Source: an optimization exercise on an open RTL-to-GDS flow (aim: small area and a short achievable clock period). Production flows keep margins and buffers that such runs may drop.
The RTL was checked by simulation tests, not by an equivalence proof against the original design.

==> flow/design.v <==
package fft_peak_detect_pkg;
  typedef enum logic [1:0] {
    ST_IDLE   = 2'd0,
    ST_ACCUM  = 2'd1,
    ST_REPORT = 2'd2
  } fsm_state_t;
  function automatic integer fft_bin_w(input integer n_points);
    fft_bin_w = $clog2(n_points);
  endfunction
  function automatic integer led_index(input integer bin, input integer n_points, input integer led_w);
    integer idx;
    idx = (bin * led_w) / (n_points / 2);
    led_index = (idx > led_w - 1) ? led_w - 1 : idx;
  endfunction
endpackage
module fft_mag_sq #(
  parameter int DATA_W = 16
) (
  input  logic                     clk,
  input  logic                     rst,
  input  logic                     in_valid,
  input  logic                     in_sop,
  input  logic                     in_eop,
  input  logic signed [DATA_W-1:0] in_re,
  input  logic signed [DATA_W-1:0] in_im,
  output logic                     out_valid,
  output logic                     out_sop,
  output logic                     out_eop,
  output logic [2*DATA_W:0]        out_mag
);
  logic signed [2*DATA_W-1:0] re_ext, im_ext;
  logic        [2*DATA_W-1:0] re_sq, im_sq;
  logic                       v1, sop1, eop1;
  assign re_ext = {{DATA_W{in_re[DATA_W-1]}}, in_re};
  assign im_ext = {{DATA_W{in_im[DATA_W-1]}}, in_im};
  always_ff @(posedge clk) begin
    if (rst) begin
      v1        <= 1'b0;
      sop1      <= 1'b0;
      eop1      <= 1'b0;
      re_sq     <= '0;
      im_sq     <= '0;
      out_valid <= 1'b0;
      out_sop   <= 1'b0;
      out_eop   <= 1'b0;
      out_mag   <= '0;
    end else begin
      v1        <= in_valid;
      sop1      <= in_valid & in_sop;
      eop1      <= in_valid & in_eop;
      re_sq     <= re_ext * re_ext;
      im_sq     <= im_ext * im_ext;
      out_valid <= v1;
      out_sop   <= sop1;
      out_eop   <= eop1;
      out_mag   <= {1'b0, re_sq} + {1'b0, im_sq};
    end
  end
endmodule
module fft_peak_detect #(
  parameter int N_POINTS = 64,
  parameter int DATA_W   = 16,
  parameter int THRESH   = 1024,
  parameter int CONFIRM  = 2,
  parameter int LED_W    = 8,
  localparam int BIN_W   = fft_peak_detect_pkg::fft_bin_w(N_POINTS),
  localparam int MAG_W   = 2*DATA_W+1
) (
  input  logic                 CLOCK_50,
  input  logic                 KEY,
  input  logic                 s_valid,
  input  logic                 s_sop,
  input  logic                 s_eop,
  input  logic signed [DATA_W-1:0] s_re,
  input  logic signed [DATA_W-1:0] s_im,
  output logic                 peak_valid,
  output logic [BIN_W-1:0]     peak_bin,
  output logic [MAG_W-1:0]     peak_mag,
  output logic                 no_signal,
  output logic                 frame_err,
  output logic [LED_W-1:0]     LEDR
);
  localparam logic [BIN_W-1:0] LAST_BIN  = BIN_W'(N_POINTS - 1);
  localparam logic [BIN_W-1:0] HALF_BIN  = BIN_W'(N_POINTS / 2);
  localparam logic [MAG_W-1:0] THRESH_V  = MAG_W'(THRESH);
  localparam logic [3:0]       CONFIRM_V = 4'(CONFIRM);
  logic             d_valid, d_sop, d_eop;
  logic [MAG_W-1:0] d_mag;
  fft_mag_sq #(.DATA_W(DATA_W)) u_mag_sq (
    .clk      (CLOCK_50),
    .rst      (KEY),
    .in_valid (s_valid),
    .in_sop   (s_sop),
    .in_eop   (s_eop),
    .in_re    (s_re),
    .in_im    (s_im),
    .out_valid(d_valid),
    .out_sop  (d_sop),
    .out_eop  (d_eop),
    .out_mag  (d_mag)
  );
  fft_peak_detect_pkg::fsm_state_t       state, next_state;
  logic [BIN_W-1:0] bin_cnt, max_bin, cand_bin;
  logic [MAG_W-1:0] max_mag;
  logic [3:0]       conf_cnt, conf_next;
  logic             start, advance, good_eop, bad_frame, no_sig_now;
  always_comb begin
    next_state = state;
    start      = 1'b0;
    advance    = 1'b0;
    good_eop   = 1'b0;
    bad_frame  = 1'b0;
    case (state)
      fft_peak_detect_pkg::ST_ACCUM: begin
        if (d_valid) begin
          if (d_sop) begin
            bad_frame = 1'b1;
            start     = 1'b1;
          end else if (d_eop) begin
            if (bin_cnt == LAST_BIN) begin
              good_eop   = 1'b1;
              next_state = fft_peak_detect_pkg::ST_REPORT;
            end else begin
              bad_frame  = 1'b1;
              next_state = fft_peak_detect_pkg::ST_IDLE;
            end
          end else if (bin_cnt == LAST_BIN) begin
            bad_frame  = 1'b1;
            next_state = fft_peak_detect_pkg::ST_IDLE;
          end else begin
            advance = 1'b1;
          end
        end
      end
      default: begin
        next_state = fft_peak_detect_pkg::ST_IDLE;
        if (d_valid && d_sop) begin
          start      = 1'b1;
          next_state = fft_peak_detect_pkg::ST_ACCUM;
        end
      end
    endcase
  end
  assign no_sig_now = (max_mag < THRESH_V);
  always_comb begin
    conf_next = 4'd1;
    if (conf_cnt != 4'd0 && max_bin == cand_bin)
      conf_next = (conf_cnt >= CONFIRM_V) ? CONFIRM_V : conf_cnt + 4'd1;
  end
  always_ff @(posedge CLOCK_50) begin
    if (KEY) begin
      state      <= fft_peak_detect_pkg::ST_IDLE;
      bin_cnt    <= '0;
      max_bin    <= '0;
      max_mag    <= '0;
      cand_bin   <= '0;
      conf_cnt   <= '0;
      peak_valid <= 1'b0;
      peak_bin   <= '0;
      peak_mag   <= '0;
      no_signal  <= 1'b0;
      frame_err  <= 1'b0;
      LEDR       <= '0;
    end else begin
      state      <= next_state;
      peak_valid <= 1'b0;
      if (bad_frame)
        frame_err <= 1'b1;
      if (start) begin
        bin_cnt <= BIN_W'(1);
        max_mag <= '0;
        max_bin <= '0;
      end else if (advance) begin
        bin_cnt <= bin_cnt + BIN_W'(1);
        if (bin_cnt < HALF_BIN && d_mag > max_mag) begin
          max_mag <= d_mag;
          max_bin <= bin_cnt;
        end
      end
      if (good_eop) begin
        no_signal <= no_sig_now;
        if (no_sig_now) begin
          conf_cnt   <= '0;
          peak_bin   <= '0;
          peak_mag   <= '0;
          LEDR       <= '0;
          peak_valid <= 1'b1;
        end else begin
          conf_cnt <= conf_next;
          cand_bin <= max_bin;
          if (conf_next == CONFIRM_V) begin
            peak_bin   <= max_bin;
            peak_mag   <= max_mag;
            LEDR       <= LED_W'(1) << fft_peak_detect_pkg::led_index(int'(max_bin), N_POINTS, LED_W);
            peak_valid <= 1'b1;
          end
        end
      end
    end
  end
endmodule
==> flow/run.sh <==
#!/bin/bash
# synth_recipe.tcl (not shown) runs the flow's synth.tcl, then flattens the netlist and writes it again
# the make line also repeats each setting of config.mk as NAME=value (left out here)
make -C /OpenROAD-flow-scripts/flow DESIGN_CONFIG=/design/flow/config.mk WORK_HOME=/design/flow/orfs CLKGATE_MAP_FILE= SYNTH_SCRIPT=/design/flow/synth_recipe.tcl finish
==> flow/config.mk <==
export PLATFORM = sky130hd
export DESIGN_NAME = fft_peak_detect
export DESIGN_NICKNAME = fft_peak_detect
export VERILOG_FILES = /design/flow/design.v
export SDC_FILE = /design/flow/constraint.sdc
export NUM_CORES = 4
export LEC_CHECK = 0
export CAP_MARGIN = 20
export CORE_MARGIN = 2
export CORE_UTILIZATION = 40
export PLACE_DENSITY = 0.6
export SLEW_MARGIN = 20
==> flow/constraint.sdc <==
create_clock -name core_clock -period 8.0 [get_ports {CLOCK_50}]
set_input_delay 1.6000 -clock core_clock [delete_from_list [all_inputs] [get_ports {CLOCK_50}]]
set_output_delay 1.6000 -clock core_clock [all_outputs]
set_load 0.01 [all_outputs]
==> run summary, run 1 <==
* H-tree levels at 1
* Status: no timing/DRC/antenna violations
* Final Core Density at 0.449
* Nonclk inv count at 685
* Multiplexer area fraction after synthesis at 0.00439
* GR Util met1 at 0.243
* Share of cells above drive strength 1 at 0.0514
* Slew margin rel. at 0.417
* Seq/Total Area, Yosys at 0.157
* Setup repair after global routing missed its margin: no
* Resized cells post-CTS at 0
* GRT met2 Usage at 0.313
* GPL Wtd Cong at 0.862
* DRC violations left at 0
* Fin area at 29500 um2
* Met3 GRT Util at 0.0132
* Main combinational cell family by area after synthesis: adder cells
* Hold_buf cts at 0
* DP HPWL at 47.8 mm
* Avg Cell Area, Syn at 9.10 um2
* Leading cell types by total area after synthesis: fa_1 35%, dfxtp_1 16%, ha_1 12%, inv_1 9.7%, nor2_1 3.2%
* Slowest cell on crit path: clkdlybuf4s50_1
* Share of the synthesized area in the top cell type at 0.354
* Most used cell, CP: fa_1
* Largest net degree at the start of global routing at 84
* Post-synth EDFFs at 0
* Clk slew on worst S/H paths at 0.06 ns
* Top FF cell, synth: dfxtp_1
* Routed length per instance at 14.6 um
==> run 2: changes to the inputs <==
==> flow/design.v (replaced) <==
package fft_peak_detect_pkg;
  function automatic integer fft_bin_w(input integer n_points);
    fft_bin_w = $clog2(n_points);
  endfunction
endpackage
module fft_mag_sq_cs (
  input  logic [15:0] a,
  input  logic [15:0] b,
  output logic [31:0] s,
  output logic [31:0] c
);
  wire pa_0_1 = a[0] & a[1];
  wire pa_0_2 = a[0] & a[2];
  wire pa_0_3 = a[0] & a[3];
  wire pa_0_4 = a[0] & a[4];
  wire pa_0_5 = a[0] & a[5];
  wire pa_0_6 = a[0] & a[6];
  wire pa_0_7 = a[0] & a[7];
  wire pa_0_8 = a[0] & a[8];
  wire pa_0_9 = a[0] & a[9];
  wire pa_0_10 = a[0] & a[10];
  wire pa_0_11 = a[0] & a[11];
  wire pa_0_12 = a[0] & a[12];
  wire pa_0_13 = a[0] & a[13];
  wire pa_0_14 = a[0] & a[14];
  wire pa_1_2 = a[1] & a[2];
  wire pa_1_3 = a[1] & a[3];
  wire pa_1_4 = a[1] & a[4];
  wire pa_1_5 = a[1] & a[5];
  wire pa_1_6 = a[1] & a[6];
  wire pa_1_7 = a[1] & a[7];
  wire pa_1_8 = a[1] & a[8];
  wire pa_1_9 = a[1] & a[9];
  wire pa_1_10 = a[1] & a[10];
  wire pa_1_11 = a[1] & a[11];
  wire pa_1_12 = a[1] & a[12];
  wire pa_1_13 = a[1] & a[13];
  wire pa_1_14 = a[1] & a[14];
  wire pa_2_3 = a[2] & a[3];
  wire pa_2_4 = a[2] & a[4];
  wire pa_2_5 = a[2] & a[5];
  wire pa_2_6 = a[2] & a[6];
  wire pa_2_7 = a[2] & a[7];
  wire pa_2_8 = a[2] & a[8];
  wire pa_2_9 = a[2] & a[9];
  wire pa_2_10 = a[2] & a[10];
  wire pa_2_11 = a[2] & a[11];
  wire pa_2_12 = a[2] & a[12];
  wire pa_2_13 = a[2] & a[13];
  wire pa_2_14 = a[2] & a[14];
  wire pa_3_4 = a[3] & a[4];
  wire pa_3_5 = a[3] & a[5];
  wire pa_3_6 = a[3] & a[6];
  wire pa_3_7 = a[3] & a[7];
  wire pa_3_8 = a[3] & a[8];
  wire pa_3_9 = a[3] & a[9];
  wire pa_3_10 = a[3] & a[10];
  wire pa_3_11 = a[3] & a[11];
  wire pa_3_12 = a[3] & a[12];
  wire pa_3_13 = a[3] & a[13];
  wire pa_3_14 = a[3] & a[14];
  wire pa_4_5 = a[4] & a[5];
  wire pa_4_6 = a[4] & a[6];
  wire pa_4_7 = a[4] & a[7];
  wire pa_4_8 = a[4] & a[8];
  wire pa_4_9 = a[4] & a[9];
  wire pa_4_10 = a[4] & a[10];
  wire pa_4_11 = a[4] & a[11];
  wire pa_4_12 = a[4] & a[12];
  wire pa_4_13 = a[4] & a[13];
  wire pa_4_14 = a[4] & a[14];
  wire pa_5_6 = a[5] & a[6];
  wire pa_5_7 = a[5] & a[7];
  wire pa_5_8 = a[5] & a[8];
  wire pa_5_9 = a[5] & a[9];
  wire pa_5_10 = a[5] & a[10];
  wire pa_5_11 = a[5] & a[11];
  wire pa_5_12 = a[5] & a[12];
  wire pa_5_13 = a[5] & a[13];
  wire pa_5_14 = a[5] & a[14];
  wire pa_6_7 = a[6] & a[7];
  wire pa_6_8 = a[6] & a[8];
  wire pa_6_9 = a[6] & a[9];
  wire pa_6_10 = a[6] & a[10];
  wire pa_6_11 = a[6] & a[11];
  wire pa_6_12 = a[6] & a[12];
  wire pa_6_13 = a[6] & a[13];
  wire pa_6_14 = a[6] & a[14];
  wire pa_7_8 = a[7] & a[8];
  wire pa_7_9 = a[7] & a[9];
  wire pa_7_10 = a[7] & a[10];
  wire pa_7_11 = a[7] & a[11];
  wire pa_7_12 = a[7] & a[12];
  wire pa_7_13 = a[7] & a[13];
  wire pa_7_14 = a[7] & a[14];
  wire pa_8_9 = a[8] & a[9];
  wire pa_8_10 = a[8] & a[10];
  wire pa_8_11 = a[8] & a[11];
  wire pa_8_12 = a[8] & a[12];
  wire pa_8_13 = a[8] & a[13];
  wire pa_8_14 = a[8] & a[14];
  wire pa_9_10 = a[9] & a[10];
  wire pa_9_11 = a[9] & a[11];
  wire pa_9_12 = a[9] & a[12];
  wire pa_9_13 = a[9] & a[13];
  wire pa_9_14 = a[9] & a[14];
  wire pa_10_11 = a[10] & a[11];
  wire pa_10_12 = a[10] & a[12];
  wire pa_10_13 = a[10] & a[13];
  wire pa_10_14 = a[10] & a[14];
  wire pa_11_12 = a[11] & a[12];
  wire pa_11_13 = a[11] & a[13];
  wire pa_11_14 = a[11] & a[14];
  wire pa_12_13 = a[12] & a[13];
  wire pa_12_14 = a[12] & a[14];
  wire pa_13_14 = a[13] & a[14];
  wire na_0 = ~(a[0] & a[15]);
  wire na_1 = ~(a[1] & a[15]);
  wire na_2 = ~(a[2] & a[15]);
  wire na_3 = ~(a[3] & a[15]);
  wire na_4 = ~(a[4] & a[15]);
  wire na_5 = ~(a[5] & a[15]);
  wire na_6 = ~(a[6] & a[15]);
  wire na_7 = ~(a[7] & a[15]);
  wire na_8 = ~(a[8] & a[15]);
  wire na_9 = ~(a[9] & a[15]);
  wire na_10 = ~(a[10] & a[15]);
  wire na_11 = ~(a[11] & a[15]);
  wire na_12 = ~(a[12] & a[15]);
  wire na_13 = ~(a[13] & a[15]);
  wire na_14 = ~(a[14] & a[15]);
  wire pb_0_1 = b[0] & b[1];
  wire pb_0_2 = b[0] & b[2];
  wire pb_0_3 = b[0] & b[3];
  wire pb_0_4 = b[0] & b[4];
  wire pb_0_5 = b[0] & b[5];
  wire pb_0_6 = b[0] & b[6];
  wire pb_0_7 = b[0] & b[7];
  wire pb_0_8 = b[0] & b[8];
  wire pb_0_9 = b[0] & b[9];
  wire pb_0_10 = b[0] & b[10];
  wire pb_0_11 = b[0] & b[11];
  wire pb_0_12 = b[0] & b[12];
  wire pb_0_13 = b[0] & b[13];
  wire pb_0_14 = b[0] & b[14];
  wire pb_1_2 = b[1] & b[2];
  wire pb_1_3 = b[1] & b[3];
  wire pb_1_4 = b[1] & b[4];
  wire pb_1_5 = b[1] & b[5];
  wire pb_1_6 = b[1] & b[6];
  wire pb_1_7 = b[1] & b[7];
  wire pb_1_8 = b[1] & b[8];
  wire pb_1_9 = b[1] & b[9];
  wire pb_1_10 = b[1] & b[10];
  wire pb_1_11 = b[1] & b[11];
  wire pb_1_12 = b[1] & b[12];
  wire pb_1_13 = b[1] & b[13];
  wire pb_1_14 = b[1] & b[14];
  wire pb_2_3 = b[2] & b[3];
  wire pb_2_4 = b[2] & b[4];
  wire pb_2_5 = b[2] & b[5];
  wire pb_2_6 = b[2] & b[6];
  wire pb_2_7 = b[2] & b[7];
  wire pb_2_8 = b[2] & b[8];
  wire pb_2_9 = b[2] & b[9];
  wire pb_2_10 = b[2] & b[10];
  wire pb_2_11 = b[2] & b[11];
  wire pb_2_12 = b[2] & b[12];
  wire pb_2_13 = b[2] & b[13];
  wire pb_2_14 = b[2] & b[14];
  wire pb_3_4 = b[3] & b[4];
  wire pb_3_5 = b[3] & b[5];
  wire pb_3_6 = b[3] & b[6];
  wire pb_3_7 = b[3] & b[7];
  wire pb_3_8 = b[3] & b[8];
  wire pb_3_9 = b[3] & b[9];
  wire pb_3_10 = b[3] & b[10];
  wire pb_3_11 = b[3] & b[11];
  wire pb_3_12 = b[3] & b[12];
  wire pb_3_13 = b[3] & b[13];
  wire pb_3_14 = b[3] & b[14];
  wire pb_4_5 = b[4] & b[5];
  wire pb_4_6 = b[4] & b[6];
  wire pb_4_7 = b[4] & b[7];
  wire pb_4_8 = b[4] & b[8];
  wire pb_4_9 = b[4] & b[9];
  wire pb_4_10 = b[4] & b[10];
  wire pb_4_11 = b[4] & b[11];
  wire pb_4_12 = b[4] & b[12];
  wire pb_4_13 = b[4] & b[13];
  wire pb_4_14 = b[4] & b[14];
  wire pb_5_6 = b[5] & b[6];
  wire pb_5_7 = b[5] & b[7];
  wire pb_5_8 = b[5] & b[8];
  wire pb_5_9 = b[5] & b[9];
  wire pb_5_10 = b[5] & b[10];
  wire pb_5_11 = b[5] & b[11];
  wire pb_5_12 = b[5] & b[12];
  wire pb_5_13 = b[5] & b[13];
  wire pb_5_14 = b[5] & b[14];
  wire pb_6_7 = b[6] & b[7];
  wire pb_6_8 = b[6] & b[8];
  wire pb_6_9 = b[6] & b[9];
  wire pb_6_10 = b[6] & b[10];
  wire pb_6_11 = b[6] & b[11];
  wire pb_6_12 = b[6] & b[12];
  wire pb_6_13 = b[6] & b[13];
  wire pb_6_14 = b[6] & b[14];
  wire pb_7_8 = b[7] & b[8];
  wire pb_7_9 = b[7] & b[9];
  wire pb_7_10 = b[7] & b[10];
  wire pb_7_11 = b[7] & b[11];
  wire pb_7_12 = b[7] & b[12];
  wire pb_7_13 = b[7] & b[13];
  wire pb_7_14 = b[7] & b[14];
  wire pb_8_9 = b[8] & b[9];
  wire pb_8_10 = b[8] & b[10];
  wire pb_8_11 = b[8] & b[11];
  wire pb_8_12 = b[8] & b[12];
  wire pb_8_13 = b[8] & b[13];
  wire pb_8_14 = b[8] & b[14];
  wire pb_9_10 = b[9] & b[10];
  wire pb_9_11 = b[9] & b[11];
  wire pb_9_12 = b[9] & b[12];
  wire pb_9_13 = b[9] & b[13];
  wire pb_9_14 = b[9] & b[14];
  wire pb_10_11 = b[10] & b[11];
  wire pb_10_12 = b[10] & b[12];
  wire pb_10_13 = b[10] & b[13];
  wire pb_10_14 = b[10] & b[14];
  wire pb_11_12 = b[11] & b[12];
  wire pb_11_13 = b[11] & b[13];
  wire pb_11_14 = b[11] & b[14];
  wire pb_12_13 = b[12] & b[13];
  wire pb_12_14 = b[12] & b[14];
  wire pb_13_14 = b[13] & b[14];
  wire nb_0 = ~(b[0] & b[15]);
  wire nb_1 = ~(b[1] & b[15]);
  wire nb_2 = ~(b[2] & b[15]);
  wire nb_3 = ~(b[3] & b[15]);
  wire nb_4 = ~(b[4] & b[15]);
  wire nb_5 = ~(b[5] & b[15]);
  wire nb_6 = ~(b[6] & b[15]);
  wire nb_7 = ~(b[7] & b[15]);
  wire nb_8 = ~(b[8] & b[15]);
  wire nb_9 = ~(b[9] & b[15]);
  wire nb_10 = ~(b[10] & b[15]);
  wire nb_11 = ~(b[11] & b[15]);
  wire nb_12 = ~(b[12] & b[15]);
  wire nb_13 = ~(b[13] & b[15]);
  wire nb_14 = ~(b[14] & b[15]);
  wire hs0 = a[0] ^ b[0];
  wire hc0 = a[0] & b[0];
  wire fs1 = a[1] ^ b[1] ^ pa_0_1;
  wire fc1 = (a[1] & b[1]) | (a[1] & pa_0_1) | (b[1] & pa_0_1);
  wire hs2 = pb_0_1 ^ fs1;
  wire hc2 = pb_0_1 & fs1;
  wire fs3 = pa_0_2 ^ pb_0_2 ^ fc1;
  wire fc3 = (pa_0_2 & pb_0_2) | (pa_0_2 & fc1) | (pb_0_2 & fc1);
  wire hs4 = hc2 ^ fs3;
  wire hc4 = hc2 & fs3;
  wire fs5 = a[2] ^ b[2] ^ pa_0_3;
  wire fc5 = (a[2] & b[2]) | (a[2] & pa_0_3) | (b[2] & pa_0_3);
  wire fs6 = pa_1_2 ^ pb_0_3 ^ pb_1_2;
  wire fc6 = (pa_1_2 & pb_0_3) | (pa_1_2 & pb_1_2) | (pb_0_3 & pb_1_2);
  wire fs7 = fs5 ^ fs6 ^ fc3;
  wire fc7 = (fs5 & fs6) | (fs5 & fc3) | (fs6 & fc3);
  wire hs8 = hc4 ^ fs7;
  wire hc8 = hc4 & fs7;
  wire fs9 = pa_0_4 ^ pa_1_3 ^ pb_0_4;
  wire fc9 = (pa_0_4 & pa_1_3) | (pa_0_4 & pb_0_4) | (pa_1_3 & pb_0_4);
  wire fs10 = pb_1_3 ^ fc5 ^ fc6;
  wire fc10 = (pb_1_3 & fc5) | (pb_1_3 & fc6) | (fc5 & fc6);
  wire fs11 = fs9 ^ fs10 ^ fc7;
  wire fc11 = (fs9 & fs10) | (fs9 & fc7) | (fs10 & fc7);
  wire hs12 = hc8 ^ fs11;
  wire hc12 = hc8 & fs11;
  wire fs13 = a[3] ^ b[3] ^ pa_0_5;
  wire fc13 = (a[3] & b[3]) | (a[3] & pa_0_5) | (b[3] & pa_0_5);
  wire fs14 = pa_1_4 ^ pa_2_3 ^ pb_0_5;
  wire fc14 = (pa_1_4 & pa_2_3) | (pa_1_4 & pb_0_5) | (pa_2_3 & pb_0_5);
  wire fs15 = pb_1_4 ^ pb_2_3 ^ fc9;
  wire fc15 = (pb_1_4 & pb_2_3) | (pb_1_4 & fc9) | (pb_2_3 & fc9);
  wire fs16 = fs13 ^ fs14 ^ fc10;
  wire fc16 = (fs13 & fs14) | (fs13 & fc10) | (fs14 & fc10);
  wire fs17 = fs15 ^ fs16 ^ fc11;
  wire fc17 = (fs15 & fs16) | (fs15 & fc11) | (fs16 & fc11);
  wire hs18 = hc12 ^ fs17;
  wire hc18 = hc12 & fs17;
  wire fs19 = pa_0_6 ^ pa_1_5 ^ pa_2_4;
  wire fc19 = (pa_0_6 & pa_1_5) | (pa_0_6 & pa_2_4) | (pa_1_5 & pa_2_4);
  wire fs20 = pb_0_6 ^ pb_1_5 ^ pb_2_4;
  wire fc20 = (pb_0_6 & pb_1_5) | (pb_0_6 & pb_2_4) | (pb_1_5 & pb_2_4);
  wire fs21 = fc13 ^ fc14 ^ fs19;
  wire fc21 = (fc13 & fc14) | (fc13 & fs19) | (fc14 & fs19);
  wire fs22 = fs20 ^ fc15 ^ fs21;
  wire fc22 = (fs20 & fc15) | (fs20 & fs21) | (fc15 & fs21);
  wire fs23 = fc16 ^ fs22 ^ fc17;
  wire fc23 = (fc16 & fs22) | (fc16 & fc17) | (fs22 & fc17);
  wire hs24 = hc18 ^ fs23;
  wire hc24 = hc18 & fs23;
  wire fs25 = a[4] ^ b[4] ^ pa_0_7;
  wire fc25 = (a[4] & b[4]) | (a[4] & pa_0_7) | (b[4] & pa_0_7);
  wire fs26 = pa_1_6 ^ pa_2_5 ^ pa_3_4;
  wire fc26 = (pa_1_6 & pa_2_5) | (pa_1_6 & pa_3_4) | (pa_2_5 & pa_3_4);
  wire fs27 = pb_0_7 ^ pb_1_6 ^ pb_2_5;
  wire fc27 = (pb_0_7 & pb_1_6) | (pb_0_7 & pb_2_5) | (pb_1_6 & pb_2_5);
  wire fs28 = pb_3_4 ^ fc19 ^ fc20;
  wire fc28 = (pb_3_4 & fc19) | (pb_3_4 & fc20) | (fc19 & fc20);
  wire fs29 = fs25 ^ fs26 ^ fs27;
  wire fc29 = (fs25 & fs26) | (fs25 & fs27) | (fs26 & fs27);
  wire fs30 = fc21 ^ fs28 ^ fs29;
  wire fc30 = (fc21 & fs28) | (fc21 & fs29) | (fs28 & fs29);
  wire fs31 = fc22 ^ fs30 ^ fc23;
  wire fc31 = (fc22 & fs30) | (fc22 & fc23) | (fs30 & fc23);
  wire fs32 = pa_0_8 ^ pa_1_7 ^ pa_2_6;
  wire fc32 = (pa_0_8 & pa_1_7) | (pa_0_8 & pa_2_6) | (pa_1_7 & pa_2_6);
  wire fs33 = pa_3_5 ^ pb_0_8 ^ pb_1_7;
  wire fc33 = (pa_3_5 & pb_0_8) | (pa_3_5 & pb_1_7) | (pb_0_8 & pb_1_7);
  wire fs34 = pb_2_6 ^ pb_3_5 ^ fc25;
  wire fc34 = (pb_2_6 & pb_3_5) | (pb_2_6 & fc25) | (pb_3_5 & fc25);
  wire fs35 = fc26 ^ fc27 ^ fs32;
  wire fc35 = (fc26 & fc27) | (fc26 & fs32) | (fc27 & fs32);
  wire fs36 = fs33 ^ fc28 ^ fc29;
  wire fc36 = (fs33 & fc28) | (fs33 & fc29) | (fc28 & fc29);
  wire fs37 = fs34 ^ fs35 ^ fc30;
  wire fc37 = (fs34 & fs35) | (fs34 & fc30) | (fs35 & fc30);
  wire hs38 = fs36 ^ fs37;
  wire hc38 = fs36 & fs37;
  wire fs39 = a[5] ^ b[5] ^ pa_0_9;
  wire fc39 = (a[5] & b[5]) | (a[5] & pa_0_9) | (b[5] & pa_0_9);
  wire fs40 = pa_1_8 ^ pa_2_7 ^ pa_3_6;
  wire fc40 = (pa_1_8 & pa_2_7) | (pa_1_8 & pa_3_6) | (pa_2_7 & pa_3_6);
  wire fs41 = pa_4_5 ^ pb_0_9 ^ pb_1_8;
  wire fc41 = (pa_4_5 & pb_0_9) | (pa_4_5 & pb_1_8) | (pb_0_9 & pb_1_8);
  wire fs42 = pb_2_7 ^ pb_3_6 ^ pb_4_5;
  wire fc42 = (pb_2_7 & pb_3_6) | (pb_2_7 & pb_4_5) | (pb_3_6 & pb_4_5);
  wire fs43 = fc32 ^ fc33 ^ fs39;
  wire fc43 = (fc32 & fc33) | (fc32 & fs39) | (fc33 & fs39);
  wire fs44 = fs40 ^ fs41 ^ fs42;
  wire fc44 = (fs40 & fs41) | (fs40 & fs42) | (fs41 & fs42);
  wire fs45 = fc34 ^ fc35 ^ fs43;
  wire fc45 = (fc34 & fc35) | (fc34 & fs43) | (fc35 & fs43);
  wire fs46 = fs44 ^ fc36 ^ fs45;
  wire fc46 = (fs44 & fc36) | (fs44 & fs45) | (fc36 & fs45);
  wire hs47 = fc37 ^ fs46;
  wire hc47 = fc37 & fs46;
  wire fs48 = pa_0_10 ^ pa_1_9 ^ pa_2_8;
  wire fc48 = (pa_0_10 & pa_1_9) | (pa_0_10 & pa_2_8) | (pa_1_9 & pa_2_8);
  wire fs49 = pa_3_7 ^ pa_4_6 ^ pb_0_10;
  wire fc49 = (pa_3_7 & pa_4_6) | (pa_3_7 & pb_0_10) | (pa_4_6 & pb_0_10);
  wire fs50 = pb_1_9 ^ pb_2_8 ^ pb_3_7;
  wire fc50 = (pb_1_9 & pb_2_8) | (pb_1_9 & pb_3_7) | (pb_2_8 & pb_3_7);
  wire fs51 = pb_4_6 ^ fc39 ^ fc40;
  wire fc51 = (pb_4_6 & fc39) | (pb_4_6 & fc40) | (fc39 & fc40);
  wire fs52 = fc41 ^ fc42 ^ fs48;
  wire fc52 = (fc41 & fc42) | (fc41 & fs48) | (fc42 & fs48);
  wire fs53 = fs49 ^ fs50 ^ fc43;
  wire fc53 = (fs49 & fs50) | (fs49 & fc43) | (fs50 & fc43);
  wire fs54 = fc44 ^ fs51 ^ fs52;
  wire fc54 = (fc44 & fs51) | (fc44 & fs52) | (fs51 & fs52);
  wire fs55 = fc45 ^ fs53 ^ fs54;
  wire fc55 = (fc45 & fs53) | (fc45 & fs54) | (fs53 & fs54);
  wire hs56 = fc46 ^ fs55;
  wire hc56 = fc46 & fs55;
  wire fs57 = a[6] ^ b[6] ^ pa_0_11;
  wire fc57 = (a[6] & b[6]) | (a[6] & pa_0_11) | (b[6] & pa_0_11);
  wire fs58 = pa_1_10 ^ pa_2_9 ^ pa_3_8;
  wire fc58 = (pa_1_10 & pa_2_9) | (pa_1_10 & pa_3_8) | (pa_2_9 & pa_3_8);
  wire fs59 = pa_4_7 ^ pa_5_6 ^ pb_0_11;
  wire fc59 = (pa_4_7 & pa_5_6) | (pa_4_7 & pb_0_11) | (pa_5_6 & pb_0_11);
  wire fs60 = pb_1_10 ^ pb_2_9 ^ pb_3_8;
  wire fc60 = (pb_1_10 & pb_2_9) | (pb_1_10 & pb_3_8) | (pb_2_9 & pb_3_8);
  wire fs61 = pb_4_7 ^ pb_5_6 ^ fc48;
  wire fc61 = (pb_4_7 & pb_5_6) | (pb_4_7 & fc48) | (pb_5_6 & fc48);
  wire fs62 = fc49 ^ fc50 ^ fs57;
  wire fc62 = (fc49 & fc50) | (fc49 & fs57) | (fc50 & fs57);
  wire fs63 = fs58 ^ fs59 ^ fs60;
  wire fc63 = (fs58 & fs59) | (fs58 & fs60) | (fs59 & fs60);
  wire fs64 = fc51 ^ fc52 ^ fs61;
  wire fc64 = (fc51 & fc52) | (fc51 & fs61) | (fc52 & fs61);
  wire fs65 = fs62 ^ fs63 ^ fc53;
  wire fc65 = (fs62 & fs63) | (fs62 & fc53) | (fs63 & fc53);
  wire fs66 = fc54 ^ fs64 ^ fs65;
  wire fc66 = (fc54 & fs64) | (fc54 & fs65) | (fs64 & fs65);
  wire hs67 = fc55 ^ hc56;
  wire hc67 = fc55 & hc56;
  wire fs68 = pa_0_12 ^ pa_1_11 ^ pa_2_10;
  wire fc68 = (pa_0_12 & pa_1_11) | (pa_0_12 & pa_2_10) | (pa_1_11 & pa_2_10);
  wire fs69 = pa_3_9 ^ pa_4_8 ^ pa_5_7;
  wire fc69 = (pa_3_9 & pa_4_8) | (pa_3_9 & pa_5_7) | (pa_4_8 & pa_5_7);
  wire fs70 = pb_0_12 ^ pb_1_11 ^ pb_2_10;
  wire fc70 = (pb_0_12 & pb_1_11) | (pb_0_12 & pb_2_10) | (pb_1_11 & pb_2_10);
  wire fs71 = pb_3_9 ^ pb_4_8 ^ pb_5_7;
  wire fc71 = (pb_3_9 & pb_4_8) | (pb_3_9 & pb_5_7) | (pb_4_8 & pb_5_7);
  wire fs72 = fc57 ^ fc58 ^ fc59;
  wire fc72 = (fc57 & fc58) | (fc57 & fc59) | (fc58 & fc59);
  wire fs73 = fc60 ^ fs68 ^ fs69;
  wire fc73 = (fc60 & fs68) | (fc60 & fs69) | (fs68 & fs69);
  wire fs74 = fs70 ^ fs71 ^ fc61;
  wire fc74 = (fs70 & fs71) | (fs70 & fc61) | (fs71 & fc61);
  wire fs75 = fc62 ^ fc63 ^ fs72;
  wire fc75 = (fc62 & fc63) | (fc62 & fs72) | (fc63 & fs72);
  wire fs76 = fs73 ^ fc64 ^ fs74;
  wire fc76 = (fs73 & fc64) | (fs73 & fs74) | (fc64 & fs74);
  wire fs77 = fs75 ^ fc65 ^ fs76;
  wire fc77 = (fs75 & fc65) | (fs75 & fs76) | (fc65 & fs76);
  wire hs78 = fc66 ^ fs77;
  wire hc78 = fc66 & fs77;
  wire fs79 = a[7] ^ b[7] ^ pa_0_13;
  wire fc79 = (a[7] & b[7]) | (a[7] & pa_0_13) | (b[7] & pa_0_13);
  wire fs80 = pa_1_12 ^ pa_2_11 ^ pa_3_10;
  wire fc80 = (pa_1_12 & pa_2_11) | (pa_1_12 & pa_3_10) | (pa_2_11 & pa_3_10);
  wire fs81 = pa_4_9 ^ pa_5_8 ^ pa_6_7;
  wire fc81 = (pa_4_9 & pa_5_8) | (pa_4_9 & pa_6_7) | (pa_5_8 & pa_6_7);
  wire fs82 = pb_0_13 ^ pb_1_12 ^ pb_2_11;
  wire fc82 = (pb_0_13 & pb_1_12) | (pb_0_13 & pb_2_11) | (pb_1_12 & pb_2_11);
  wire fs83 = pb_3_10 ^ pb_4_9 ^ pb_5_8;
  wire fc83 = (pb_3_10 & pb_4_9) | (pb_3_10 & pb_5_8) | (pb_4_9 & pb_5_8);
  wire fs84 = pb_6_7 ^ fc68 ^ fc69;
  wire fc84 = (pb_6_7 & fc68) | (pb_6_7 & fc69) | (fc68 & fc69);
  wire fs85 = fc70 ^ fc71 ^ fs79;
  wire fc85 = (fc70 & fc71) | (fc70 & fs79) | (fc71 & fs79);
  wire fs86 = fs80 ^ fs81 ^ fs82;
  wire fc86 = (fs80 & fs81) | (fs80 & fs82) | (fs81 & fs82);
  wire fs87 = fs83 ^ fc72 ^ fc73;
  wire fc87 = (fs83 & fc72) | (fs83 & fc73) | (fc72 & fc73);
  wire fs88 = fs84 ^ fs85 ^ fs86;
  wire fc88 = (fs84 & fs85) | (fs84 & fs86) | (fs85 & fs86);
  wire fs89 = fc74 ^ fc75 ^ fs87;
  wire fc89 = (fc74 & fc75) | (fc74 & fs87) | (fc75 & fs87);
  wire fs90 = fs88 ^ fc76 ^ fs89;
  wire fc90 = (fs88 & fc76) | (fs88 & fs89) | (fc76 & fs89);
  wire hs91 = fc77 ^ fs90;
  wire hc91 = fc77 & fs90;
  wire fs92 = pa_0_14 ^ pa_1_13 ^ pa_2_12;
  wire fc92 = (pa_0_14 & pa_1_13) | (pa_0_14 & pa_2_12) | (pa_1_13 & pa_2_12);
  wire fs93 = pa_3_11 ^ pa_4_10 ^ pa_5_9;
  wire fc93 = (pa_3_11 & pa_4_10) | (pa_3_11 & pa_5_9) | (pa_4_10 & pa_5_9);
  wire fs94 = pa_6_8 ^ pb_0_14 ^ pb_1_13;
  wire fc94 = (pa_6_8 & pb_0_14) | (pa_6_8 & pb_1_13) | (pb_0_14 & pb_1_13);
  wire fs95 = pb_2_12 ^ pb_3_11 ^ pb_4_10;
  wire fc95 = (pb_2_12 & pb_3_11) | (pb_2_12 & pb_4_10) | (pb_3_11 & pb_4_10);
  wire fs96 = pb_5_9 ^ pb_6_8 ^ fc79;
  wire fc96 = (pb_5_9 & pb_6_8) | (pb_5_9 & fc79) | (pb_6_8 & fc79);
  wire fs97 = fc80 ^ fc81 ^ fc82;
  wire fc97 = (fc80 & fc81) | (fc80 & fc82) | (fc81 & fc82);
  wire fs98 = fc83 ^ fs92 ^ fs93;
  wire fc98 = (fc83 & fs92) | (fc83 & fs93) | (fs92 & fs93);
  wire fs99 = fs94 ^ fs95 ^ fc84;
  wire fc99 = (fs94 & fs95) | (fs94 & fc84) | (fs95 & fc84);
  wire fs100 = fc85 ^ fc86 ^ fs96;
  wire fc100 = (fc85 & fc86) | (fc85 & fs96) | (fc86 & fs96);
  wire fs101 = fs97 ^ fs98 ^ fc87;
  wire fc101 = (fs97 & fs98) | (fs97 & fc87) | (fs98 & fc87);
  wire fs102 = fs99 ^ fc88 ^ fs100;
  wire fc102 = (fs99 & fc88) | (fs99 & fs100) | (fc88 & fs100);
  wire fs103 = fs101 ^ fc89 ^ fs102;
  wire fc103 = (fs101 & fc89) | (fs101 & fs102) | (fc89 & fs102);
  wire hs104 = fc90 ^ fs103;
  wire hc104 = fc90 & fs103;
  wire fs105 = a[8] ^ b[8] ^ pa_1_14;
  wire fc105 = (a[8] & b[8]) | (a[8] & pa_1_14) | (b[8] & pa_1_14);
  wire fs106 = pa_2_13 ^ pa_3_12 ^ pa_4_11;
  wire fc106 = (pa_2_13 & pa_3_12) | (pa_2_13 & pa_4_11) | (pa_3_12 & pa_4_11);
  wire fs107 = pa_5_10 ^ pa_6_9 ^ pa_7_8;
  wire fc107 = (pa_5_10 & pa_6_9) | (pa_5_10 & pa_7_8) | (pa_6_9 & pa_7_8);
  wire fs108 = na_0 ^ pb_1_14 ^ pb_2_13;
  wire fc108 = (na_0 & pb_1_14) | (na_0 & pb_2_13) | (pb_1_14 & pb_2_13);
  wire fs109 = pb_3_12 ^ pb_4_11 ^ pb_5_10;
  wire fc109 = (pb_3_12 & pb_4_11) | (pb_3_12 & pb_5_10) | (pb_4_11 & pb_5_10);
  wire fs110 = pb_6_9 ^ pb_7_8 ^ nb_0;
  wire fc110 = (pb_6_9 & pb_7_8) | (pb_6_9 & nb_0) | (pb_7_8 & nb_0);
  wire fs111 = fc92 ^ fc93 ^ fc94;
  wire fc111 = (fc92 & fc93) | (fc92 & fc94) | (fc93 & fc94);
  wire fs112 = fc95 ^ fs105 ^ fs106;
  wire fc112 = (fc95 & fs105) | (fc95 & fs106) | (fs105 & fs106);
  wire fs113 = fs107 ^ fs108 ^ fs109;
  wire fc113 = (fs107 & fs108) | (fs107 & fs109) | (fs108 & fs109);
  wire fs114 = fs110 ^ fc96 ^ fc97;
  wire fc114 = (fs110 & fc96) | (fs110 & fc97) | (fc96 & fc97);
  wire fs115 = fc98 ^ fs111 ^ fs112;
  wire fc115 = (fc98 & fs111) | (fc98 & fs112) | (fs111 & fs112);
  wire fs116 = fs113 ^ fc99 ^ fc100;
  wire fc116 = (fs113 & fc99) | (fs113 & fc100) | (fc99 & fc100);
  wire fs117 = fs114 ^ fs115 ^ fc101;
  wire fc117 = (fs114 & fs115) | (fs114 & fc101) | (fs115 & fc101);
  wire fs118 = fs116 ^ fc102 ^ fs117;
  wire fc118 = (fs116 & fc102) | (fs116 & fs117) | (fc102 & fs117);
  wire hs119 = fc103 ^ hc104;
  wire hc119 = fc103 & hc104;
  wire fs120 = 1'b1 ^ pa_2_14 ^ pa_3_13;
  wire fc120 = (1'b1 & pa_2_14) | (1'b1 & pa_3_13) | (pa_2_14 & pa_3_13);
  wire fs121 = pa_4_12 ^ pa_5_11 ^ pa_6_10;
  wire fc121 = (pa_4_12 & pa_5_11) | (pa_4_12 & pa_6_10) | (pa_5_11 & pa_6_10);
  wire fs122 = pa_7_9 ^ na_1 ^ pb_2_14;
  wire fc122 = (pa_7_9 & na_1) | (pa_7_9 & pb_2_14) | (na_1 & pb_2_14);
  wire fs123 = pb_3_13 ^ pb_4_12 ^ pb_5_11;
  wire fc123 = (pb_3_13 & pb_4_12) | (pb_3_13 & pb_5_11) | (pb_4_12 & pb_5_11);
  wire fs124 = pb_6_10 ^ pb_7_9 ^ nb_1;
  wire fc124 = (pb_6_10 & pb_7_9) | (pb_6_10 & nb_1) | (pb_7_9 & nb_1);
  wire fs125 = fc105 ^ fc106 ^ fc107;
  wire fc125 = (fc105 & fc106) | (fc105 & fc107) | (fc106 & fc107);
  wire fs126 = fc108 ^ fc109 ^ fc110;
  wire fc126 = (fc108 & fc109) | (fc108 & fc110) | (fc109 & fc110);
  wire fs127 = fs120 ^ fs121 ^ fs122;
  wire fc127 = (fs120 & fs121) | (fs120 & fs122) | (fs121 & fs122);
  wire fs128 = fs123 ^ fs124 ^ fc111;
  wire fc128 = (fs123 & fs124) | (fs123 & fc111) | (fs124 & fc111);
  wire fs129 = fc112 ^ fc113 ^ fs125;
  wire fc129 = (fc112 & fc113) | (fc112 & fs125) | (fc113 & fs125);
  wire fs130 = fs126 ^ fs127 ^ fc114;
  wire fc130 = (fs126 & fs127) | (fs126 & fc114) | (fs127 & fc114);
  wire fs131 = fs128 ^ fc115 ^ fs129;
  wire fc131 = (fs128 & fc115) | (fs128 & fs129) | (fc115 & fs129);
  wire fs132 = fc116 ^ fs130 ^ fs131;
  wire fc132 = (fc116 & fs130) | (fc116 & fs131) | (fs130 & fs131);
  wire fs133 = fc117 ^ fs132 ^ fc118;
  wire fc133 = (fc117 & fs132) | (fc117 & fc118) | (fs132 & fc118);
  wire fs134 = a[9] ^ b[9] ^ pa_3_14;
  wire fc134 = (a[9] & b[9]) | (a[9] & pa_3_14) | (b[9] & pa_3_14);
  wire fs135 = pa_4_13 ^ pa_5_12 ^ pa_6_11;
  wire fc135 = (pa_4_13 & pa_5_12) | (pa_4_13 & pa_6_11) | (pa_5_12 & pa_6_11);
  wire fs136 = pa_7_10 ^ pa_8_9 ^ na_2;
  wire fc136 = (pa_7_10 & pa_8_9) | (pa_7_10 & na_2) | (pa_8_9 & na_2);
  wire fs137 = pb_3_14 ^ pb_4_13 ^ pb_5_12;
  wire fc137 = (pb_3_14 & pb_4_13) | (pb_3_14 & pb_5_12) | (pb_4_13 & pb_5_12);
  wire fs138 = pb_6_11 ^ pb_7_10 ^ pb_8_9;
  wire fc138 = (pb_6_11 & pb_7_10) | (pb_6_11 & pb_8_9) | (pb_7_10 & pb_8_9);
  wire fs139 = nb_2 ^ fc120 ^ fc121;
  wire fc139 = (nb_2 & fc120) | (nb_2 & fc121) | (fc120 & fc121);
  wire fs140 = fc122 ^ fc123 ^ fc124;
  wire fc140 = (fc122 & fc123) | (fc122 & fc124) | (fc123 & fc124);
  wire fs141 = fs134 ^ fs135 ^ fs136;
  wire fc141 = (fs134 & fs135) | (fs134 & fs136) | (fs135 & fs136);
  wire fs142 = fs137 ^ fs138 ^ fc125;
  wire fc142 = (fs137 & fs138) | (fs137 & fc125) | (fs138 & fc125);
  wire fs143 = fc126 ^ fc127 ^ fs139;
  wire fc143 = (fc126 & fc127) | (fc126 & fs139) | (fc127 & fs139);
  wire fs144 = fs140 ^ fs141 ^ fc128;
  wire fc144 = (fs140 & fs141) | (fs140 & fc128) | (fs141 & fc128);
  wire fs145 = fc129 ^ fs142 ^ fs143;
  wire fc145 = (fc129 & fs142) | (fc129 & fs143) | (fs142 & fs143);
  wire fs146 = fc130 ^ fs144 ^ fc131;
  wire fc146 = (fc130 & fs144) | (fc130 & fc131) | (fs144 & fc131);
  wire fs147 = fs145 ^ fc132 ^ fs146;
  wire fc147 = (fs145 & fc132) | (fs145 & fs146) | (fc132 & fs146);
  wire fs148 = pa_4_14 ^ pa_5_13 ^ pa_6_12;
  wire fc148 = (pa_4_14 & pa_5_13) | (pa_4_14 & pa_6_12) | (pa_5_13 & pa_6_12);
  wire fs149 = pa_7_11 ^ pa_8_10 ^ na_3;
  wire fc149 = (pa_7_11 & pa_8_10) | (pa_7_11 & na_3) | (pa_8_10 & na_3);
  wire fs150 = pb_4_14 ^ pb_5_13 ^ pb_6_12;
  wire fc150 = (pb_4_14 & pb_5_13) | (pb_4_14 & pb_6_12) | (pb_5_13 & pb_6_12);
  wire fs151 = pb_7_11 ^ pb_8_10 ^ nb_3;
  wire fc151 = (pb_7_11 & pb_8_10) | (pb_7_11 & nb_3) | (pb_8_10 & nb_3);
  wire fs152 = fc134 ^ fc135 ^ fc136;
  wire fc152 = (fc134 & fc135) | (fc134 & fc136) | (fc135 & fc136);
  wire fs153 = fc137 ^ fc138 ^ fs148;
  wire fc153 = (fc137 & fc138) | (fc137 & fs148) | (fc138 & fs148);
  wire fs154 = fs149 ^ fs150 ^ fs151;
  wire fc154 = (fs149 & fs150) | (fs149 & fs151) | (fs150 & fs151);
  wire fs155 = fc139 ^ fc140 ^ fc141;
  wire fc155 = (fc139 & fc140) | (fc139 & fc141) | (fc140 & fc141);
  wire fs156 = fs152 ^ fs153 ^ fs154;
  wire fc156 = (fs152 & fs153) | (fs152 & fs154) | (fs153 & fs154);
  wire fs157 = fc142 ^ fc143 ^ fs155;
  wire fc157 = (fc142 & fc143) | (fc142 & fs155) | (fc143 & fs155);
  wire fs158 = fs156 ^ fc144 ^ fc145;
  wire fc158 = (fs156 & fc144) | (fs156 & fc145) | (fc144 & fc145);
  wire fs159 = fs157 ^ fc146 ^ fs158;
  wire fc159 = (fs157 & fc146) | (fs157 & fs158) | (fc146 & fs158);
  wire fs160 = a[10] ^ b[10] ^ pa_5_14;
  wire fc160 = (a[10] & b[10]) | (a[10] & pa_5_14) | (b[10] & pa_5_14);
  wire fs161 = pa_6_13 ^ pa_7_12 ^ pa_8_11;
  wire fc161 = (pa_6_13 & pa_7_12) | (pa_6_13 & pa_8_11) | (pa_7_12 & pa_8_11);
  wire fs162 = pa_9_10 ^ na_4 ^ pb_5_14;
  wire fc162 = (pa_9_10 & na_4) | (pa_9_10 & pb_5_14) | (na_4 & pb_5_14);
  wire fs163 = pb_6_13 ^ pb_7_12 ^ pb_8_11;
  wire fc163 = (pb_6_13 & pb_7_12) | (pb_6_13 & pb_8_11) | (pb_7_12 & pb_8_11);
  wire fs164 = pb_9_10 ^ nb_4 ^ fc148;
  wire fc164 = (pb_9_10 & nb_4) | (pb_9_10 & fc148) | (nb_4 & fc148);
  wire fs165 = fc149 ^ fc150 ^ fc151;
  wire fc165 = (fc149 & fc150) | (fc149 & fc151) | (fc150 & fc151);
  wire fs166 = fs160 ^ fs161 ^ fs162;
  wire fc166 = (fs160 & fs161) | (fs160 & fs162) | (fs161 & fs162);
  wire fs167 = fs163 ^ fc152 ^ fc153;
  wire fc167 = (fs163 & fc152) | (fs163 & fc153) | (fc152 & fc153);
  wire fs168 = fc154 ^ fs164 ^ fs165;
  wire fc168 = (fc154 & fs164) | (fc154 & fs165) | (fs164 & fs165);
  wire fs169 = fs166 ^ fc155 ^ fc156;
  wire fc169 = (fs166 & fc155) | (fs166 & fc156) | (fc155 & fc156);
  wire fs170 = fs167 ^ fs168 ^ fc157;
  wire fc170 = (fs167 & fs168) | (fs167 & fc157) | (fs168 & fc157);
  wire fs171 = fs169 ^ fc158 ^ fs170;
  wire fc171 = (fs169 & fc158) | (fs169 & fs170) | (fc158 & fs170);
  wire fs172 = pa_6_14 ^ pa_7_13 ^ pa_8_12;
  wire fc172 = (pa_6_14 & pa_7_13) | (pa_6_14 & pa_8_12) | (pa_7_13 & pa_8_12);
  wire fs173 = pa_9_11 ^ na_5 ^ pb_6_14;
  wire fc173 = (pa_9_11 & na_5) | (pa_9_11 & pb_6_14) | (na_5 & pb_6_14);
  wire fs174 = pb_7_13 ^ pb_8_12 ^ pb_9_11;
  wire fc174 = (pb_7_13 & pb_8_12) | (pb_7_13 & pb_9_11) | (pb_8_12 & pb_9_11);
  wire fs175 = nb_5 ^ fc160 ^ fc161;
  wire fc175 = (nb_5 & fc160) | (nb_5 & fc161) | (fc160 & fc161);
  wire fs176 = fc162 ^ fc163 ^ fs172;
  wire fc176 = (fc162 & fc163) | (fc162 & fs172) | (fc163 & fs172);
  wire fs177 = fs173 ^ fs174 ^ fc164;
  wire fc177 = (fs173 & fs174) | (fs173 & fc164) | (fs174 & fc164);
  wire fs178 = fc165 ^ fc166 ^ fs175;
  wire fc178 = (fc165 & fc166) | (fc165 & fs175) | (fc166 & fs175);
  wire fs179 = fs176 ^ fc167 ^ fc168;
  wire fc179 = (fs176 & fc167) | (fs176 & fc168) | (fc167 & fc168);
  wire fs180 = fs177 ^ fs178 ^ fc169;
  wire fc180 = (fs177 & fs178) | (fs177 & fc169) | (fs178 & fc169);
  wire fs181 = fs179 ^ fc170 ^ fs180;
  wire fc181 = (fs179 & fc170) | (fs179 & fs180) | (fc170 & fs180);
  wire fs182 = a[11] ^ b[11] ^ pa_7_14;
  wire fc182 = (a[11] & b[11]) | (a[11] & pa_7_14) | (b[11] & pa_7_14);
  wire fs183 = pa_8_13 ^ pa_9_12 ^ pa_10_11;
  wire fc183 = (pa_8_13 & pa_9_12) | (pa_8_13 & pa_10_11) | (pa_9_12 & pa_10_11);
  wire fs184 = na_6 ^ pb_7_14 ^ pb_8_13;
  wire fc184 = (na_6 & pb_7_14) | (na_6 & pb_8_13) | (pb_7_14 & pb_8_13);
  wire fs185 = pb_9_12 ^ pb_10_11 ^ nb_6;
  wire fc185 = (pb_9_12 & pb_10_11) | (pb_9_12 & nb_6) | (pb_10_11 & nb_6);
  wire fs186 = fc172 ^ fc173 ^ fc174;
  wire fc186 = (fc172 & fc173) | (fc172 & fc174) | (fc173 & fc174);
  wire fs187 = fs182 ^ fs183 ^ fs184;
  wire fc187 = (fs182 & fs183) | (fs182 & fs184) | (fs183 & fs184);
  wire fs188 = fs185 ^ fc175 ^ fc176;
  wire fc188 = (fs185 & fc175) | (fs185 & fc176) | (fc175 & fc176);
  wire fs189 = fs186 ^ fs187 ^ fc177;
  wire fc189 = (fs186 & fs187) | (fs186 & fc177) | (fs187 & fc177);
  wire fs190 = fc178 ^ fs188 ^ fc179;
  wire fc190 = (fc178 & fs188) | (fc178 & fc179) | (fs188 & fc179);
  wire fs191 = fs189 ^ fc180 ^ fs190;
  wire fc191 = (fs189 & fc180) | (fs189 & fs190) | (fc180 & fs190);
  wire fs192 = pa_8_14 ^ pa_9_13 ^ pa_10_12;
  wire fc192 = (pa_8_14 & pa_9_13) | (pa_8_14 & pa_10_12) | (pa_9_13 & pa_10_12);
  wire fs193 = na_7 ^ pb_8_14 ^ pb_9_13;
  wire fc193 = (na_7 & pb_8_14) | (na_7 & pb_9_13) | (pb_8_14 & pb_9_13);
  wire fs194 = pb_10_12 ^ nb_7 ^ fc182;
  wire fc194 = (pb_10_12 & nb_7) | (pb_10_12 & fc182) | (nb_7 & fc182);
  wire fs195 = fc183 ^ fc184 ^ fc185;
  wire fc195 = (fc183 & fc184) | (fc183 & fc185) | (fc184 & fc185);
  wire fs196 = fs192 ^ fs193 ^ fc186;
  wire fc196 = (fs192 & fs193) | (fs192 & fc186) | (fs193 & fc186);
  wire fs197 = fc187 ^ fs194 ^ fs195;
  wire fc197 = (fc187 & fs194) | (fc187 & fs195) | (fs194 & fs195);
  wire fs198 = fc188 ^ fs196 ^ fs197;
  wire fc198 = (fc188 & fs196) | (fc188 & fs197) | (fs196 & fs197);
  wire fs199 = fc189 ^ fs198 ^ fc190;
  wire fc199 = (fc189 & fs198) | (fc189 & fc190) | (fs198 & fc190);
  wire fs200 = a[12] ^ b[12] ^ pa_9_14;
  wire fc200 = (a[12] & b[12]) | (a[12] & pa_9_14) | (b[12] & pa_9_14);
  wire fs201 = pa_10_13 ^ pa_11_12 ^ na_8;
  wire fc201 = (pa_10_13 & pa_11_12) | (pa_10_13 & na_8) | (pa_11_12 & na_8);
  wire fs202 = pb_9_14 ^ pb_10_13 ^ pb_11_12;
  wire fc202 = (pb_9_14 & pb_10_13) | (pb_9_14 & pb_11_12) | (pb_10_13 & pb_11_12);
  wire fs203 = nb_8 ^ fc192 ^ fc193;
  wire fc203 = (nb_8 & fc192) | (nb_8 & fc193) | (fc192 & fc193);
  wire fs204 = fs200 ^ fs201 ^ fs202;
  wire fc204 = (fs200 & fs201) | (fs200 & fs202) | (fs201 & fs202);
  wire fs205 = fc194 ^ fc195 ^ fs203;
  wire fc205 = (fc194 & fc195) | (fc194 & fs203) | (fc195 & fs203);
  wire fs206 = fs204 ^ fc196 ^ fc197;
  wire fc206 = (fs204 & fc196) | (fs204 & fc197) | (fc196 & fc197);
  wire fs207 = fs205 ^ fs206 ^ fc198;
  wire fc207 = (fs205 & fs206) | (fs205 & fc198) | (fs206 & fc198);
  wire fs208 = pa_10_14 ^ pa_11_13 ^ na_9;
  wire fc208 = (pa_10_14 & pa_11_13) | (pa_10_14 & na_9) | (pa_11_13 & na_9);
  wire fs209 = pb_10_14 ^ pb_11_13 ^ nb_9;
  wire fc209 = (pb_10_14 & pb_11_13) | (pb_10_14 & nb_9) | (pb_11_13 & nb_9);
  wire fs210 = fc200 ^ fc201 ^ fc202;
  wire fc210 = (fc200 & fc201) | (fc200 & fc202) | (fc201 & fc202);
  wire fs211 = fs208 ^ fs209 ^ fc203;
  wire fc211 = (fs208 & fs209) | (fs208 & fc203) | (fs209 & fc203);
  wire fs212 = fc204 ^ fs210 ^ fc205;
  wire fc212 = (fc204 & fs210) | (fc204 & fc205) | (fs210 & fc205);
  wire fs213 = fs211 ^ fc206 ^ fs212;
  wire fc213 = (fs211 & fc206) | (fs211 & fs212) | (fc206 & fs212);
  wire fs214 = a[13] ^ b[13] ^ pa_11_14;
  wire fc214 = (a[13] & b[13]) | (a[13] & pa_11_14) | (b[13] & pa_11_14);
  wire fs215 = pa_12_13 ^ na_10 ^ pb_11_14;
  wire fc215 = (pa_12_13 & na_10) | (pa_12_13 & pb_11_14) | (na_10 & pb_11_14);
  wire fs216 = pb_12_13 ^ nb_10 ^ fc208;
  wire fc216 = (pb_12_13 & nb_10) | (pb_12_13 & fc208) | (nb_10 & fc208);
  wire fs217 = fc209 ^ fs214 ^ fs215;
  wire fc217 = (fc209 & fs214) | (fc209 & fs215) | (fs214 & fs215);
  wire fs218 = fc210 ^ fs216 ^ fs217;
  wire fc218 = (fc210 & fs216) | (fc210 & fs217) | (fs216 & fs217);
  wire fs219 = fc211 ^ fs218 ^ fc212;
  wire fc219 = (fc211 & fs218) | (fc211 & fc212) | (fs218 & fc212);
  wire fs220 = pa_12_14 ^ na_11 ^ pb_12_14;
  wire fc220 = (pa_12_14 & na_11) | (pa_12_14 & pb_12_14) | (na_11 & pb_12_14);
  wire fs221 = nb_11 ^ fc214 ^ fc215;
  wire fc221 = (nb_11 & fc214) | (nb_11 & fc215) | (fc214 & fc215);
  wire fs222 = fs220 ^ fc216 ^ fc217;
  wire fc222 = (fs220 & fc216) | (fs220 & fc217) | (fc216 & fc217);
  wire fs223 = fs221 ^ fc218 ^ fs222;
  wire fc223 = (fs221 & fc218) | (fs221 & fs222) | (fc218 & fs222);
  wire fs224 = a[14] ^ b[14] ^ pa_13_14;
  wire fc224 = (a[14] & b[14]) | (a[14] & pa_13_14) | (b[14] & pa_13_14);
  wire fs225 = na_12 ^ pb_13_14 ^ nb_12;
  wire fc225 = (na_12 & pb_13_14) | (na_12 & nb_12) | (pb_13_14 & nb_12);
  wire fs226 = fc220 ^ fs224 ^ fs225;
  wire fc226 = (fc220 & fs224) | (fc220 & fs225) | (fs224 & fs225);
  wire fs227 = fc221 ^ fs226 ^ fc222;
  wire fc227 = (fc221 & fs226) | (fc221 & fc222) | (fs226 & fc222);
  wire fs228 = na_13 ^ nb_13 ^ fc224;
  wire fc228 = (na_13 & nb_13) | (na_13 & fc224) | (nb_13 & fc224);
  wire fs229 = fc225 ^ fc226 ^ fs228;
  wire fc229 = (fc225 & fc226) | (fc225 & fs228) | (fc226 & fs228);
  wire fs230 = a[15] ^ b[15] ^ na_14;
  wire fc230 = (a[15] & b[15]) | (a[15] & na_14) | (b[15] & na_14);
  wire fs231 = nb_14 ^ fs230 ^ fc228;
  wire fc231 = (nb_14 & fs230) | (nb_14 & fc228) | (fs230 & fc228);
  assign s = {fc230, fc229, fs229, fs227, fs223, fc213, fc207, fs207, fc191, fc181, fc171, fc159, fc147, fs147, hc119, fs118, hc91, hc78, hc67, fs66, hc47, hc38, hs38, hc24, hs24, hs18, hs12, hs8, hs4, hs2, hc0, hs0};
  assign c = {fc231, fs231, fc227, fc223, fc219, fs219, fs213, fc199, fs199, fs191, fs181, fs171, fs159, fc133, fs133, hs119, hs104, hs91, hs78, hs67, hs56, hs47, fc31, fs31, 1'b0, 1'b0, 1'b0, 1'b0, 1'b0, 1'b0, 1'b0, 1'b0};
endmodule
module fft_peak_detect #(
  parameter int N_POINTS = 64,
  parameter int DATA_W   = 16,
  parameter int THRESH   = 1024,
  parameter int CONFIRM  = 2,
  parameter int LED_W    = 8,
  localparam int BIN_W   = fft_peak_detect_pkg::fft_bin_w(N_POINTS),
  localparam int MAG_W   = 2*DATA_W+1
) (
  input  logic                 CLOCK_50,
  input  logic                 KEY,
  input  logic                 s_valid,
  input  logic                 s_sop,
  input  logic                 s_eop,
  input  logic signed [DATA_W-1:0] s_re,
  input  logic signed [DATA_W-1:0] s_im,
  output logic                 peak_valid,
  output logic [BIN_W-1:0]     peak_bin,
  output logic [MAG_W-1:0]     peak_mag,
  output logic                 no_signal,
  output logic                 frame_err,
  output logic [LED_W-1:0]     LEDR
);
  logic        k1_sop, k1_eop, k1_pl;
  logic [15:0] re1, im1;
  always_ff @(posedge CLOCK_50) begin
    if (KEY) begin
      k1_sop <= 1'b0;
      k1_eop <= 1'b0;
      k1_pl  <= 1'b0;
    end else begin
      k1_sop <= s_valid & s_sop;
      k1_eop <= s_valid & ~s_sop & s_eop;
      k1_pl  <= s_valid & ~s_sop & ~s_eop;
    end
  end
  always_ff @(posedge CLOCK_50) begin
    re1 <= s_re;
    im1 <= s_im;
  end
  logic        k2_sop, k2_eop, k2_pl;
  logic [31:0] ms_d, mc_d, ms2, mc2;
  fft_mag_sq_cs u_sq (.a(re1), .b(im1), .s(ms_d), .c(mc_d));
  always_ff @(posedge CLOCK_50) begin
    if (KEY) begin
      k2_sop <= 1'b0;
      k2_eop <= 1'b0;
      k2_pl  <= 1'b0;
    end else begin
      k2_sop <= k1_sop;
      k2_eop <= k1_eop;
      k2_pl  <= k1_pl;
    end
  end
  always_ff @(posedge CLOCK_50) begin
    ms2 <= ms_d;
    mc2 <= mc_d;
  end
  logic        inframe, first, armed;
  logic [5:0]  bin_cnt;
  logic [4:0]  max_bin, cand_bin;
  logic [31:0] max_mag, mag;
  logic        gt, compete, upd, last, good_eop, bad, no_sig_now, confirm;
  logic [31:0] dsum;
  logic [4:0]  pbin;
  logic [31:0] pmag;
  assign peak_bin = {1'b0, pbin};
  assign peak_mag = {1'b0, pmag};
  assign mag = ms2 + mc2;
  logic [31:0] cs_s, cs_c;
  assign cs_s = ms2 ^ mc2 ^ ~max_mag;
  assign cs_c = (ms2 & mc2) | (ms2 & ~max_mag) | (mc2 & ~max_mag);
  assign dsum = cs_s + {cs_c[30:0], 1'b0};
  assign gt   = ~dsum[31] & ~max_mag[31];
  assign last     = (bin_cnt == 6'd63);
  assign compete  = inframe & k2_pl & ~bin_cnt[5];
  assign upd      = compete & (first | gt);
  assign good_eop = inframe & k2_eop & last;
  assign bad      = inframe & (k2_sop | (k2_eop & ~last) | (k2_pl & last));
  assign no_sig_now = ~|max_mag[31:10];
  assign confirm  = armed & (max_bin == cand_bin);
  always_ff @(posedge CLOCK_50) begin
    if (upd) begin
      max_mag <= mag;
      max_bin <= bin_cnt[4:0];
    end
  end
  always_ff @(posedge CLOCK_50) begin
    if (k2_sop)
      bin_cnt <= 6'd1;
    else if (k2_pl)
      bin_cnt <= bin_cnt + 6'd1;
  end
  always_ff @(posedge CLOCK_50) begin
    if (k2_sop)
      first <= 1'b1;
    else if (k2_pl)
      first <= 1'b0;
  end
  always_ff @(posedge CLOCK_50) begin
    if (good_eop & ~no_sig_now)
      cand_bin <= max_bin;
  end
  always_ff @(posedge CLOCK_50) begin
    if (KEY) begin
      inframe    <= 1'b0;
      armed      <= 1'b0;
      peak_valid <= 1'b0;
      pbin       <= '0;
      pmag       <= '0;
      no_signal  <= 1'b0;
      frame_err  <= 1'b0;
      LEDR       <= '0;
    end else begin
      peak_valid <= 1'b0;
      if (k2_sop)
        inframe <= 1'b1;
      else if (inframe & ((k2_eop) | (k2_pl & last)))
        inframe <= 1'b0;
      if (bad)
        frame_err <= 1'b1;
      if (good_eop) begin
        no_signal <= no_sig_now;
        armed     <= ~no_sig_now;
        if (no_sig_now) begin
          pbin       <= '0;
          pmag       <= '0;
          LEDR       <= '0;
          peak_valid <= 1'b1;
        end else if (confirm) begin
          pbin       <= max_bin;
          pmag       <= max_mag;
          LEDR       <= LED_W'(1) << max_bin[4:2];
          peak_valid <= 1'b1;
        end
      end
    end
  end
endmodule
--- a/flow/config.mk
+++ b/flow/config.mk
@@ -10,3 +10,4 @@
 export CORE_UTILIZATION = 40
 export PLACE_DENSITY = 0.6
+export SETUP_SLACK_MARGIN = 4.5
 export SLEW_MARGIN = 20
==> run summary, run 2 <==
* Row cnt at 70
* Grt total ovfl at 0
* CP max stage delay at 0.55 ns
* Status: no timing/DRC/antenna violations
* Largest net degree at the start of global routing at 57 (-32%)
* Tot GR Track Use at 0.197
* I/O pin total at 87
* Port bufs at 84
* Vias in the first global route at 10700
* Post-synth EDFFs at 42 (+42)
* CTS sink count at 193
* DP HPWL at 26.8 mm (-44%)
* Initial Util at 0.404
* Fin area at 17300 um2 (-41%)
* Fraction of registers with async set/reset at 0
* Critical path cell sequence: buf_12 > nand2_1 > fa_2 > fa_1 > inv_2 > fa_1 > inv_1 > fa_1 > inv_1 > fa_1 > fa_1
* Most used cell, CP: fa_1
* Min Tclk post-route at 3.72 ns
* Setup violations, final at 0
* Clock Tree Buf Depth at 2
* Most numerous cell in the Yosys netlist: inv_1
* CP Capture Type: register
* Share of the synthesized area in the top cell type at 0.322 (-0.0321)
* Crit Path Max Fanout at 3
* Slew margin rel. at 0.288 (-0.130)
* Share of cells above drive strength 1 at 0.127 (+0.0754)
* CTS Root Cell: clkbuf_16
* Routed length per instance at 17.5 um (+19%)
* Top delay family on crit path: adder cells
* Pre-CTS WS at 3.72 ns
* Post-synth top cells: 331 x inv_1, 237 x fa_1, 151 x dfxtp_1
* Max Fclk at 269 MHz
* GPL Wtd Cong at 0.900 (+4.4%)
* Max-slew violation count at 0
* Commonest non-fill, non-tap cell in the layout: inv_1
* Fin crit share at 0.465
* Commonest non-fill, non-tap cells in the layout: 307 x inv_1, 205 x fa_1, 135 x nand2_1, 120 x dfxtp_1, 95 x and2_1
* Hold Fails Final Rpt at 0
* Avg Cell Area, Syn at 10.1 um2 (+11%)
* Hold_buf cts at 0 (unchanged)
* DRC violations left at 0 (unchanged)
* Slowest cell on crit path: fa_1
* Worst hold path class: register to register
* Final #Nets at 1925
* Core area at 36400 um2
* H-tree levels at 4 (+3)
* Setup repair after global routing missed its margin: yes
* CP Buf/Inv Count at 4
* Via count at 9860
* Warnings from Yosys at 1
* Top FF cell, synth: dfxtp_1
* Clk slew on worst S/H paths at 0.08 ns (+0.02 ns)
* Placed cell areas at 16000 um2
* Die ar. at 38300 um2
* Area Growth Syn to Fin at 17.7%
* Seq/Total Area, Yosys at 0.291 (+0.134)
* Drt first-iter violations at 531
* Setup_tns at 0 ns
* Leading cell types by total area after synthesis: fa_1 32%, dfxtp_1 21%, edfxtp_1 8.6%, inv_1 8.4%, ha_1 6.7%
* TritonCTS clock tree: yes
* Die Width at 196 um
* Max-cap violations at 0
* Worst EP required at 8.33 ns
* CP arrival at 4.05 ns
* Syn Inst Count at 1462
## run 2: changes by cell type in the layout (fill, tap and decap cells not counted), moves of 47 or more
cell,delta
o21ai_0,-64
xnor2_1,-50
nand3_1,-47
nor2_1,-141
fa_1,-264
ha_1,-169
inv_1,-378
dfxtp_1,-88
a21oi_1,-75
## run 2: cell type report
cell class	instances	share of cell area
clock buffers	19	0.0250
inverters	331	0.0733
clock inverters	13	0.00983
repair buffers	145	0.0795
flip-flops and latches	193	0.254
multi-input cells	884	0.524
well taps	468	0.0338
## run 2: path summary, 6_finish.rpt
kind	start	end	slack, ns	cells past startpoint
worst max-delay path	re1[6]$_DFF_P_	mc2[17]$_DFF_P_	4.28	11
worst min-delay path	ms2[0]$_DFF_P_	max_mag[0]$_DFFE_PP_	0.44	0
worst max register to register	re1[6]$_DFF_P_	mc2[17]$_DFF_P_	4.28	11
worst min register to register	ms2[0]$_DFF_P_	max_mag[0]$_DFFE_PP_	0.44	0
## run 2: cell families after synthesis
kind of cell | Yosys count | share of synthesized area
AOI/OAI and AO/OA | 147 | 0.0665
xor gates and xnor gates | 33 | 0.0196
adders and majority gates | 316 | 0.390
buffers and inverters | 386 | 0.102
DFF | 193 | 0.291
muxes | 5 | 0.00340
other | 1 | 0.000255
and+or+nand+nor | 381 | 0.127
## run 2: stage by stage
stage                      util  hold WS (ns)
after global placement    0.438         0.424
final                     0.475         0.439
after global routing      0.475         0.454
after CTS                 0.470         0.443
after detailed placement  0.438         0.425
after floorplan               -         0.401
## run 2: layer usage
metal | GRT usage | part of all wire
met1 | 0.270 | 0.48
met2 | 0.314 | 0.45
met3 | 0.0445 | 0.051
met4 | 0.0606 | 0.019
met5 | 0 | 0
## run 2: what timing repair did
action | 4_1_cts | 5_1_grt
buffers inserted | 46 | 11
endpoints found under the setup margin | 64 | 53
pin swaps | 14 | 21
resized for setup | 85 | 35

==> what the ideal ports hide <==
The flow's constraints put no driver on any port. The routed layouts listed below were extracted and timed again, unchanged, in two steps. Step 1 assumes that a clkbuf_16 drives the clock port and a buf_2 every other input. Step 2, shift: input delay + t, output delay - t, t = (earliest + latest rising clock arrival at the registers) / 2. This alone moves slack from input paths to output paths. Three values: no drivers, after step 1, after step 2; two values: the first two.
| run | t, ns | setup WS [ns] |
|---|---|---|
| run 1 | 0.575 | 0.481 / 0.516 / -0.058 |
| run 2 | 0.493 | 4.276 / 4.276 / 4.276 |
Met with ideal ports but missed after step 2: setup timing in run 1.
